This is an optimization exercise on Yosys and OpenROAD, whose aim is small area and a short achievable clock period, not a production implementation.
In this exercise RTL edits were held to simulation tests only and were not proved equivalent to the original.
No activity file was given, so power comes from the tool's default toggle rates.

## the reference run
Design psum_buffer_top, start of the top module:
module psum_buffer_top (
  input  logic        CLK,
  input  logic        RESETN,
  input  psum_buf_pkg::acc_params_t acc_params,
  input  psum_buf_pkg::psum_word_t  output_base_addr,
  input  psum_buf_pkg::psum_word_t  mem_ctrl,
  input  logic        act_valid,
  input  psum_buf_pkg::psum_word_t  m_axi_rdata,
  input  logic        m_axi_rvalid_rready,
  input  logic        txn_done,
  input  logic        axi_error,
  output psum_buf_pkg::psum_word_t  pe_status,
  output psum_buf_pkg::psum_word_t  in_psum_out,
  output logic        in_psum_valid,
  output psum_buf_pkg::psum_word_t  m_ar_addr,
  output logic        init_axi_rd_txn
);
Size: about 4400 cells after synthesis, roughly 230 I/O pins, about 79000 µm² of cells after synthesis.
clock: 4.5 ns
lec_check: 0
cap_margin: 20
core_margin: 2
core_utilization: 60
cts_cluster_diameter: 100
cts_cluster_size: 25
setup_slack_margin: 2.4
slew_margin: 20
run.sh (not shown) runs the stock make flow with config.mk's settings and CLKGATE_MAP_FILE= SYNTH_SCRIPT=/design/flow/synth_recipe.tcl, a recipe that flattens the netlist after the stock synthesis.
[inputs] the trial run vs the reference run
- PLACE_DENSITY now 0.78, previously not set
- SETUP_SLACK_MARGIN now 2.0, was 2.4
- CORE_UTILIZATION now 70, was 60
==> flow/flow/run.sh (new file) <==
#!/bin/bash
set -euo pipefail
bash standard.sh "BUFFER_PORTS_ARGS=-buffer_cell sky130_fd_sc_hd__buf_4" finish > flow_make.log 2>&1
==> flow/standard.sh (new file) <==
#!/bin/bash
# synth_recipe.tcl (not shown) runs the flow's synth.tcl, then flattens the netlist and writes it again
# the make line also repeats each setting of config.mk as NAME=value (left out here)
make -C /OpenROAD-flow-scripts/flow DESIGN_CONFIG=/design/flow/config.mk WORK_HOME=/design/flow/orfs CLKGATE_MAP_FILE= SYNTH_SCRIPT=/design/flow/synth_recipe.tcl "${@:-finish}"
removed: flow/run.sh
[summary]
- The trial run vs. the reference run: clock transition at the register clock pins on the worst setup and hold paths after CTS now sits at about the same level, final critical delay including setup and external delays now sits higher, share of the cycle needed by the critical path after routing increased 9.8 points, timing-limited maximum frequency decreased 16%, critical path required time saw an increase.
- The trial run against the reference run; peak supply drop is down by more than a quarter.
- On the trial run: initial antenna violation count is 11 lower than what the reference run gave.
- Comparing the reference run and the trial run, the lower global-route usage is on the trial run.
- Taking the reference run as the reference point, the utilization of the trial run rises by 5.1 points.

Starting RTL as in the previous note.
export LEC_CHECK = 0
export CAP_MARGIN = 20
export CORE_MARGIN = 2
export CORE_UTILIZATION = 60
export CTS_CLUSTER_DIAMETER = 100
export CTS_CLUSTER_SIZE = 25
export PLACE_DENSITY = 0.7
export SETUP_SLACK_MARGIN = 2.4
export SLEW_MARGIN = 20
create_clock -name core_clock -period 4.5 [get_ports {CLK}]
standard.sh (not shown) runs the stock make flow with config.mk's settings and CLKGATE_MAP_FILE= SYNTH_SCRIPT=/design/flow/synth_recipe.tcl, a recipe that flattens the netlist after the stock synthesis.
==> flow/flow/run.sh <==
#!/bin/bash
set -euo pipefail
bash standard.sh "BUFFER_PORTS_ARGS=-buffer_cell sky130_fd_sc_hd__buf_4" finish > flow_make.log 2>&1
The baseline finished clean.
Then changed:
==> flow/run.sh (new file) <==
#!/bin/bash
# synth_recipe.tcl (not shown) runs the flow's synth.tcl, then flattens the netlist and writes it again
# the make line also repeats each setting of config.mk as NAME=value (left out here)
make -C /OpenROAD-flow-scripts/flow DESIGN_CONFIG=/design/flow/config.mk WORK_HOME=/design/flow/orfs CLKGATE_MAP_FILE= SYNTH_SCRIPT=/design/flow/synth_recipe.tcl finish
CTS_CLUSTER_DIAMETER = default   (was 100)
CTS_CLUSTER_SIZE = default   (was 25)
PLACE_DENSITY = default   (was 0.7)
SETUP_SLACK_MARGIN = 2.0   (was 2.4)
removed: flow/flow/run.sh
removed: flow/standard.sh
Effect:
- power rises by 20%
- final area increases by 2.9%
- via count went down by 2.9%
- hold slack is worse by 0.049 ns
- die area does not change
Then changed:
==> flow/flow/run.sh (new file) <==
#!/bin/bash
set -euo pipefail
bash standard.sh "BUFFER_PORTS_ARGS=-buffer_cell sky130_fd_sc_hd__buf_4" finish > flow_make.log 2>&1
==> flow/standard.sh (new file) <==
#!/bin/bash
# synth_recipe.tcl (not shown) runs the flow's synth.tcl, then flattens the netlist and writes it again
# the make line also repeats each setting of config.mk as NAME=value (left out here)
make -C /OpenROAD-flow-scripts/flow DESIGN_CONFIG=/design/flow/config.mk WORK_HOME=/design/flow/orfs CLKGATE_MAP_FILE= SYNTH_SCRIPT=/design/flow/synth_recipe.tcl "${@:-finish}"
CTS_CLUSTER_DIAMETER = 100   (was default)
CTS_CLUSTER_SIZE = 25   (was default)
SETUP_SLACK_MARGIN = 2.3   (was 2.0)
removed: flow/run.sh
=> Power went down by 17%. Hold slack is better by 0.038 ns. Cell area went down by 4.7%. Utilization goes down by 3.3 points.
Then changed:
CORE_UTILIZATION = 55   (was 60)
SETUP_SLACK_MARGIN = 2.4   (was 2.3)
- count of clock-buffer cells in the layout fell by 7
- clock power stays flat
- die area rose by 9.0%
- register-to-register slack is better by 0.09 ns
Then changed:
CORE_UTILIZATION = 60   (was 55)
SETUP_SLACK_MARGIN = 2.0   (was 2.4)
Routed wire length shrinks by about 18%.
Via count decreases by about 7%.
Clock skew hardly moves.
Final area fell by about 3.4%.
Fmax shrinks by 7.0%.
Synthesized cell count does not change.
Hold slack gains 0.029 ns.
Then changed:
SETUP_SLACK_MARGIN = 2.5   (was 2.0)
After rerunning: Routed wire length rises by 35%; worst hold slack got worse by 0.019 ns; synthesized area does not change.

psum_buffer_top again, from the RTL that the note above started with.
==> flow/config.mk <==
export PLATFORM = sky130hd
export DESIGN_NAME = psum_buffer_top
export DESIGN_NICKNAME = psum_buffer_top
export VERILOG_FILES = /design/flow/design.v
export SDC_FILE = /design/flow/constraint.sdc
export NUM_CORES = 4
export LEC_CHECK = 0
export CAP_MARGIN = 20
export CORE_MARGIN = 2
export CORE_UTILIZATION = 60
export CTS_CLUSTER_DIAMETER = 100
export CTS_CLUSTER_SIZE = 25
export SETUP_SLACK_MARGIN = 2.4
export SLEW_MARGIN = 20
export TNS_END_PERCENT = 50
==> flow/constraint.sdc <==
create_clock -name core_clock -period 4.5 [get_ports {CLK}]
set_input_delay 0.9000 -clock core_clock [delete_from_list [all_inputs] [get_ports {CLK}]]
set_output_delay 0.9000 -clock core_clock [all_outputs]
set_load 0.01 [all_outputs]
==> flow/flow/run.sh <==
#!/bin/bash
set -euo pipefail
bash standard.sh "BUFFER_PORTS_ARGS=-buffer_cell sky130_fd_sc_hd__buf_4" finish > flow_make.log 2>&1
Edit:
--- a/flow/config.mk
+++ b/flow/config.mk
@@ -7,0 +8 @@
+export ABC_CLOCK_PERIOD_IN_PS = 1500
@@ -13 +14 @@
-export SETUP_SLACK_MARGIN = 2.4
+export SETUP_SLACK_MARGIN = 2.0
@@ -15 +15,0 @@
-export TNS_END_PERCENT = 50
After rerunning: Maximum frequency went down by about 8%; flip-flop and latch count does not change; area after synthesis does not change; final area went down by 3.5%; sequential power barely changes; routed wire length went down by 15%; die area is unchanged; total power went down by 0.37%; setup slack loses 0.19 ns; count of clock-buffer cells in the layout went down by 14.
Edit:
--- a/flow/config.mk
+++ b/flow/config.mk
@@ -8 +7,0 @@
-export ABC_CLOCK_PERIOD_IN_PS = 1500
@@ -14 +13 @@
-export SETUP_SLACK_MARGIN = 2.0
+export SETUP_SLACK_MARGIN = 2.4
- worst setup slack is better by 0.25 ns
- clock skew climbs by 0.020 ns
- total power rose by about 0.7%
- clock-buffer cell count went up by 17
- core utilization increases by 3.1 points
- synthesized cell count is unchanged
Edit:
--- a/flow/config.mk
+++ b/flow/config.mk
@@ -11,3 +11 @@
-export CTS_CLUSTER_DIAMETER = 100
-export CTS_CLUSTER_SIZE = 25
-export SETUP_SLACK_MARGIN = 2.4
+export SETUP_SLACK_MARGIN = 2.0
The changed run ran to the end with no violations.
Cell area is lower by 0.73%.
Total power went up by 19%.
Routed wire length came out lower by 19%.
Die area stays the same.
Fmax shrinks by 11%.
Non-clock buffer count decreases by 142.

R:
psum_buffer_top, a different RTL version from the one above (not shown whole).
For scale: ~4500 cells after synthesis, roughly 2200 flip-flops, about 230 I/O pins, about 0.079 mm2 of cells after synthesis.
clock: 4.5 ns
lec_check: 0
cap_margin: 20
core_margin: 2
core_utilization: 60
cts_cluster_diameter: 100
cts_cluster_size: 25
setup_slack_margin: 2.4
slew_margin: 20
run.sh (not shown) runs the stock make flow with config.mk's settings and CLKGATE_MAP_FILE= SYNTH_SCRIPT=/design/flow/synth_recipe.tcl, a recipe that flattens the netlist after the stock synthesis.
Stock flow here: none of the scripts above is used.
Input changes introduced in S (baseline for comparison: R):
==> flow/flow/run.sh (new file) <==
#!/bin/bash
set -euo pipefail
bash standard.sh "BUFFER_PORTS_ARGS=-buffer_cell sky130_fd_sc_hd__buf_4" finish > flow_make.log 2>&1
==> flow/standard.sh (new file) <==
#!/bin/bash
# synth_recipe.tcl (not shown) runs the flow's synth.tcl, then flattens the netlist and writes it again
# the make line also repeats each setting of config.mk as NAME=value (left out here)
make -C /OpenROAD-flow-scripts/flow DESIGN_CONFIG=/design/flow/config.mk WORK_HOME=/design/flow/orfs CLKGATE_MAP_FILE= SYNTH_SCRIPT=/design/flow/synth_recipe.tcl "${@:-finish}"
removed: flow/run.sh
### Flow results
NOTE: number of clock-tree buffers in the layout in S falls short of that of R
S ended up with sky130_fd_sc_hd__nand4_1 as its critical path's slowest cell; R ended up with sky130_fd_sc_hd__dfxtp_2.
Overall power consumption delta (R -> S): insignificant
Looking at share of the clock period used by the worst path, S sits 1.3 points lower than R does.

Setup of job 7354:
psum_buffer_top, a different RTL version from the one above (not shown whole).
Size in the first run: roughly 4,600 cells after synthesis, roughly 2,200 flip-flops.
clock: 4.5 ns
lec_check: 0
cap_margin: 20
core_margin: 2
core_utilization: 60
cts_cluster_diameter: 100
cts_cluster_size: 25
setup_slack_margin: 2.5
slew_margin: 20
tns_end_percent: 0
standard.sh (not shown) runs the stock make flow with config.mk's settings and CLKGATE_MAP_FILE= SYNTH_SCRIPT=/design/flow/synth_recipe.tcl, a recipe that flattens the netlist after the stock synthesis.
==> flow/flow/run.sh <==
#!/bin/bash
set -euo pipefail
bash standard.sh "BUFFER_PORTS_ARGS=-buffer_cell sky130_fd_sc_hd__buf_4" finish > flow_make.log 2>&1
Job 7354 was carried through to the last stage, and its layout satisfied the timing, design-rule and antenna checks.
What job 1847 does differently from job 7354 at the input level:
# job 7354
export LEC_CHECK = 0
export CAP_MARGIN = 20
export CORE_MARGIN = 2
export CORE_UTILIZATION = 60
export CTS_CLUSTER_DIAMETER = 100
export CTS_CLUSTER_SIZE = 25
export SETUP_SLACK_MARGIN = 2.5
export SLEW_MARGIN = 20
export TNS_END_PERCENT = 0
create_clock -name core_clock -period 4.5 [get_ports {CLK}]
# job 1847
export LEC_CHECK = 0
export CAP_MARGIN = 20
export CORE_MARGIN = 2
export CORE_UTILIZATION = 60
export CTS_CLUSTER_DIAMETER = 100
export CTS_CLUSTER_SIZE = 25
export SETUP_SLACK_MARGIN = 2.4
export SLEW_MARGIN = 20
create_clock -name core_clock -period 4.5 [get_ports {CLK}]
Notes after the runs:
The final cell count without fillers of job 1847 exceeds that of job 7354 by 3.1%.
The area taken by flip-flops and latches was comparable across job 7354 and job 1847.
Compared with job 7354, job 1847 shows utilization of the core after routing higher by 3.2 points.
Job 1847 vs job 7354 on required time of the critical path: job 1847 is the higher one.
Of the two candidates, job 7354 has the worse register-to-register slack and job 1847 the better one.
Number of vias in the routed layout: job 1847 worse than job 7354
In terms of design internal power, job 1847 and job 7354 differ only marginally.
Of job 7354 and job 1847, the higher growth of design area from synthesis to finish belongs to job 1847.
Taking job 7354 as the reference point, the detailed-routed wire length on met2 of job 1847 rises by 6.0%.
Row worst-path maximum fanout: job 1847 lower / job 7354 higher

[port drivers added, routing unchanged]
How much do the figures lean on ideal ports? The routed layouts below were timed once more, with nothing changed but the port constraints. Step 1, drivers: a clkbuf_16 drives CLK and a buf_2 each remaining input, both assumed. Step 2, shift: input delay + t, output delay - t, t = (earliest + latest rising clock arrival at the registers) / 2. This alone moves slack from input paths to output paths. Slacks: ideal / step 1 / step 2; pairs: ideal / step 1.
| run | shift t [ns] | setup WS [ns] | worst setup path after step 2 | cell pins on the clock port's net |
|---|---|---|---|---|
| the reference run | 0.838 | 2.240 / 2.240 / 1.584 | input to register | 1 |
| the trial run | 0.811 | 1.800 / 1.800 / 1.366 | input to register | 1 |
| the first run of note 2 | 0.821 | 2.040 / 2.040 / 1.440 | input to register | 1 |
| the second run of note 2 | 0.895 | 1.861 / 1.861 / 1.096 | input to register | 1 |
| the third run of note 2 | 0.831 | 2.029 / 2.029 / 1.548 | input to register | 1 |
| the fourth run of note 2 | 0.833 | 2.115 / 2.115 / 1.582 | input to register | 1 |
| the fifth run of note 2 | 0.814 | 1.935 / 1.935 / 1.290 | input to register | 1 |
| the sixth run of note 2 | 0.857 | 2.089 / 2.089 / 1.646 | input to register | 1 |
| the first run of note 3 | 0.831 | 2.129 / 2.129 / 1.643 | input to register | 1 |
| the second run of note 3 | 0.814 | 1.935 / 1.935 / 1.290 | input to register | 1 |
| the third run of note 3 | 0.831 | 2.187 / 2.187 / 1.718 | input to register | 1 |
| the fourth run of note 3 | 0.894 | 1.905 / 1.905 / 1.305 | input to register | 1 |
| R | 0.821 | 2.180 / 2.180 / 1.628 | input to register | 1 |
| S | 0.821 | 2.239 / 2.159 / 1.697 | input to register | 1 |
| job 7354 | 0.834 | 1.973 / 1.973 / 1.489 | input to register | 1 |
| job 1847 | 0.829 | 2.122 / 2.122 / 1.745 | input to register | 1 |
After both steps every run listed still meets setup and hold. The setup slack of the second run of note 2, which loses most, moves by 0.000 ns with the drivers and by -0.765 ns with both steps.
